Background: an optimization exercise with open tools, aiming at small area, a short achievable clock period and few clock cycles per item. Do not read the settings as production practice.
Where RTL was checked, it was by simulation tests only, not by an equivalence proof against the original.
Power and IR drop assume default switching activity.

== try-lagoon ==
==> flow/design.v <==
`timescale 1ns/100ps
package conv_pkg;
    typedef logic signed [7:0] int8_t;
    typedef logic [16-1:0] bf16_t;
    typedef logic [9:0] smag_t;
    typedef logic [4*16-1:0] chunk_t;
    function automatic smag_t step1(input logic [7:0] v);
        logic [6:0] m;
        m = (v == 8'h80) ? 7'h7F : 7'(v[7] ? -v : v);
        step1 = {2'b00, v[7], m};
    endfunction
    function automatic smag_t step2(input smag_t t);
        logic z4;
        z4 = (t[6:3] == 4'd0);
        step2 = {1'b0, z4, t[7], z4 ? {t[2:0], 4'd0} : t[6:0]};
    endfunction
    function automatic smag_t step3(input smag_t t);
        logic z2;
        z2 = (t[6:5] == 2'd0);
        step3 = {z2, t[8], t[7], z2 ? {t[4:0], 2'd0} : t[6:0]};
    endfunction
    function automatic smag_t step4(input smag_t t);
        logic z1;
        z1 = !t[6];
        step4 = {t[9], t[8], t[7], z1, z1 ? {t[4:0], 1'b0} : t[5:0]};
    endfunction
    function automatic bf16_t finish(input smag_t t);
        logic z4, z2, z1, s;
        logic [7:0] e;
        z2 = t[9]; z4 = t[8]; s = t[7]; z1 = t[6];
        e[7]   = !(z4 && z2);
        e[6:3] = {4{z4 && z2 && !z1}};
        e[2]   = !(z4 ^ z2) && !(z4 && z2 && z1);
        e[1]   = z2 && !(z4 && z1);
        e[0]   = !z1;
        finish = {s, e, t[5:0], 1'b0};
    endfunction
    function automatic smag_t steps(input smag_t t, input int from, input int to);
        smag_t r;
        r = t;
        if (from < 2 && to >= 2) r = step2(r);
        if (from < 3 && to >= 3) r = step3(r);
        if (from < 4 && to >= 4) r = step4(r);
        steps = r;
    endfunction
endpackage
`timescale 1ns/100ps
module int8_to_smag #(parameter int CUT = 2)
(
    input  conv_pkg::int8_t value,
    output conv_pkg::smag_t smag
);
    assign smag = conv_pkg::steps(conv_pkg::step1(value), 1, CUT);
endmodule
module smag_to_bf16 #(parameter int CUT = 2)
(
    input  conv_pkg::smag_t smag,
    output conv_pkg::bf16_t result
);
    assign result = conv_pkg::finish(conv_pkg::steps(smag, CUT, 4));
endmodule
`timescale 1ns/100ps
module line_assembler
(
    input  logic                  half_sel,
    input  logic [64-1:0] mem_data_in,
    output conv_pkg::smag_t [3:0] smag
);
    logic [64/2-1:0] half;
    assign half = half_sel ? mem_data_in[64-1:64/2]
                           : mem_data_in[64/2-1:0];
    for (genvar i = 0; i < 4; i++) begin : g_lane
        int8_to_smag u_smag (
            .value (half[i*8 +: 8]),
            .smag  (smag[i])
        );
    end
endmodule
`timescale 1ns/100ps
module tile_buffer
(
    input  logic                  clk,
    input  conv_pkg::smag_t [3:0] smag_in,
    output logic [64-1:0] res_data_out
);
    conv_pkg::smag_t [3:0] smag_q;
    always_ff @(posedge clk)
        smag_q <= smag_in;
    for (genvar i = 0; i < 4; i++) begin : g_lane
        smag_to_bf16 u_conv (
            .smag   (smag_q[i]),
            .result (res_data_out[i*16 +: 16])
        );
    end
endmodule
`timescale 1ns/100ps
module tile_word_counter
(
    input  logic       clk,
    input  logic       rd_active,
    output logic [5:0] rd_word,
    output logic [5:0] wr_word,
    output logic       rd_last
);
    logic [6:0] seq;
    logic       fb;
    assign fb = seq[5] ^ seq[4] ^ (seq[4:0] == 5'd0);
    always_ff @(posedge clk) begin
        if (!rd_active)
            seq <= '0;
        else
            seq <= {seq[5:0], fb};
    end
    assign rd_word = seq[5:0];
    assign wr_word = seq[6:1];
    assign rd_last = (seq[5:0] == 6'b100000);
endmodule
`timescale 1ns/100ps
module tile_ctrl_fsm
(
    input  logic     clk,
    input  logic     rst,
    input  logic     comp_enb,
    input  logic     rd_last,
    output logic     rd_active,
    output logic     wr_active,
    output logic     busy,
    output logic     done
);
    always_ff @(posedge clk) begin
        if (rst) begin
            rd_active <= 1'b0;
            wr_active <= 1'b0;
        end else begin
            if (rd_active)
                rd_active <= !rd_last;
            else
                rd_active <= comp_enb && !wr_active;    
            wr_active <= rd_active;
        end
    end
    assign busy = rd_active;
    assign done = wr_active && !rd_active;    
endmodule
`timescale 1ns/100ps
module tile_convert_top
(
    input  logic                   clk,
    input  logic                   rst,
    input  logic                   comp_enb,
    output logic                   busy,
    output logic                   done,
    output logic [16-1:0] mem_addr,
    output logic                   mem_read_enb,
    input  logic [64-1:0]  mem_data_in,
    output logic [16-1:0] res_addr,
    output logic [64-1:0]  res_data_out,
    output logic                   res_write_enb
);
    logic                  rd_active;
    logic                  wr_active;
    logic                  rd_last;
    logic [5:0]            rd_word;
    logic [5:0]            wr_word;
    conv_pkg::smag_t [3:0] smag;
    tile_ctrl_fsm u_fsm (
        .clk       (clk),
        .rst       (rst),
        .comp_enb  (comp_enb),
        .rd_last   (rd_last),
        .rd_active (rd_active),
        .wr_active (wr_active),
        .busy      (busy),
        .done      (done)
    );
    tile_word_counter u_counter (
        .clk       (clk),
        .rd_active (rd_active),
        .rd_word   (rd_word),
        .wr_word   (wr_word),
        .rd_last   (rd_last)
    );
    line_assembler u_assembler (
        .half_sel    (rd_word[0]),
        .mem_data_in (mem_data_in),
        .smag        (smag)
    );
    tile_buffer u_buffer (
        .clk          (clk),
        .smag_in      (smag),
        .res_data_out (res_data_out)
    );
    assign mem_addr      = {11'd0, rd_word[5:1]};
    assign res_addr      = {10'd0, wr_word};
    assign mem_read_enb  = rd_active;
    assign res_write_enb = wr_active;
endmodule
==> flow/config.mk <==
export PLATFORM = sky130hd
export DESIGN_NAME = tile_convert_top
export DESIGN_NICKNAME = tile_convert_top
export VERILOG_FILES = /design/flow/design.v
export SDC_FILE = /design/flow/constraint.sdc
export NUM_CORES = 4
export LEC_CHECK = 0
export CAP_MARGIN = 20
export CORE_MARGIN = 2
export CORE_UTILIZATION = 40
export SETUP_SLACK_MARGIN = 4.65
export SLEW_MARGIN = 20
==> flow/constraint.sdc <==
create_clock -name core_clock -period 8.0 [get_ports {clk}]
set_input_delay 1.6000 -clock core_clock [delete_from_list [all_inputs] [get_ports {clk}]]
set_output_delay 1.6000 -clock core_clock [all_outputs]
set_load 0.01 [all_outputs]
standard.sh (not shown) runs the stock make flow with config.mk's settings and CLKGATE_MAP_FILE= SYNTH_SCRIPT=/design/flow/synth_recipe.tcl, a recipe that flattens the netlist after the stock synthesis.
==> flow/flow/run.sh <==
#!/bin/bash
# Standard layout with these changes:
#  - synthesis maps the logic with ABC's area script replaced by abc.script,
#    and without the adder extraction (ADDER_MAP_FILE empty); everything else,
#    register names included, is the standard synthesis; the run stops with
#    an error if its registers differ from the standard synthesis's;
#  - the port buffers are made from the smallest buffer cell;
#  - clock tree synthesis inserts no dummy loads and uses clkbuf_4 only;
#  - one tie cell drives all constant outputs.
# Each tool's output goes to a log of its own in this folder.
set -euo pipefail
here=$(pwd)
res=$here/orfs/results/$FLOW_PLATFORM/tile_convert_top/base

# The standard synthesis, kept for its registers
bash standard.sh synth > synth_standard.log 2>&1
cp $res/1_2_yosys.v $here/standard_synth.v
rm -rf $here/orfs

# ORFS's scripts with the area ABC script replaced
cp -r $FLOW_HOME/scripts $here/scripts
cp $here/flow/abc.script $here/scripts/abc_area.script
bash standard.sh synth SCRIPTS_DIR=$here/scripts ABC_AREA=1 ADDER_MAP_FILE= > synth.log 2>&1
python3 $here/flow/sameregs.py $here/standard_synth.v $res/1_2_yosys.v > sameregs.log 2>&1

export BUFFER_PORTS_ARGS="-buffer_cell sky130_fd_sc_hd__buf_1"
export CTS_ARGS="-sink_clustering_enable -repair_clock_nets -dont_use_dummy_load -buf_list {sky130_fd_sc_hd__clkbuf_4 sky130_fd_sc_hd__clkbuf_8}"
export SKIP_REPAIR_TIE_FANOUT=1
bash standard.sh finish > standard.log 2>&1
==> flow/flow/abc.script <==
strash
dch -f
amap
strash
dch -f
amap
==> flow/flow/sameregs.py <==
# sameregs.py A.v B.v: exit 0 when both netlists hold the same flip-flops
# (instance names and cell types), else 1.
import re, sys
def regs(path):
    text = open(path).read()
    return sorted(re.findall(r'^\s*(sky130_fd_sc_hd__(?:df|edf|sdf|dl)\w*)\s+(\\\S+|\w+)\s*\(', text, re.M), key=lambda t: t[1])
a, b = regs(sys.argv[1]), regs(sys.argv[2])
print(f"{len(a)} registers in {sys.argv[1]}, {len(b)} in {sys.argv[2]}")
if a != b:
    for x in sorted(set(a) ^ set(b))[:20]:
        print("differs:", x)
    sys.exit(1)
print("same registers")
diff inputs: try-lagoon => try-umber
--- a/flow/design.v
+++ b/flow/design.v
@@ -7,5 +7,5 @@
     function automatic smag_t step1(input logic [7:0] v);
         logic [6:0] m;
-        m = (v == 8'h80) ? 7'h7F : 7'(v[7] ? -v : v);
+        m = v[7] ? ((v[6:0] == 7'd0) ? 7'h7F : (~v[6:0] + 7'd1)) : v[6:0];
         step1 = {2'b00, v[7], m};
     endfunction
[summary]
- Between try-umber and try-lagoon, the power after layout is lower for try-umber.
- try-lagoon -> try-umber: post-route setup TNS flat
- Going from try-lagoon to try-umber, final instance area shows a reduction of 0.94%, average footprint of a synthesized cell climbed 0.079 um^2, area used by multi-input combinational logic comparable.
- Taking try-lagoon as the reference, in try-umber weighted congestion reported at the end of routability-driven placement rose by 2.9%, first-pass GRT wire length rose by 2.9%, global-route usage now sits higher.
Testbench counts of try-umber, summed over its fixed seeds: cycles 4,224, tiles 64.
Only the layout flow was run in try-lagoon; the RTL was not checked for function there.

[re-timing with driven ports]
How much do the figures lean on ideal ports? The routed layouts below were timed once more, with nothing changed but the port constraints.
Step 1 (the two cells are an assumption about what drives the block):
set clk [get_ports {clk}]
set_driving_cell -lib_cell sky130_fd_sc_hd__clkbuf_16 $clk
set_driving_cell -lib_cell sky130_fd_sc_hd__buf_2 [delete_from_list [all_inputs] $clk]
Step 2 moves the port delays by t, midway between the first and last clock arrival at a register: inputs arrive t later, outputs are due t later. That takes back most of the time a late clock gives input paths.
Slacks: ideal / step 1 / step 2; pairs: ideal / step 1.
run | t (ns) | setup slack, ns | hold slack, ns | worst register clock-pin slew, ns | worst slew at a driven data input, ns
try-lagoon | 0.312 | 4.743 / 4.715 / 4.522 | 0.505 / 0.505 / 0.505 | 0.09 / 0.09 | 0.04
try-umber | 0.310 | 4.839 / 4.812 / 4.564 | 0.492 / 0.492 / 0.492 | 0.08 / 0.08 | 0.04
After both steps every run listed still meets setup and hold. The setup slack of try-umber, which loses most, moves by -0.027 ns with the drivers and by -0.275 ns with both steps.
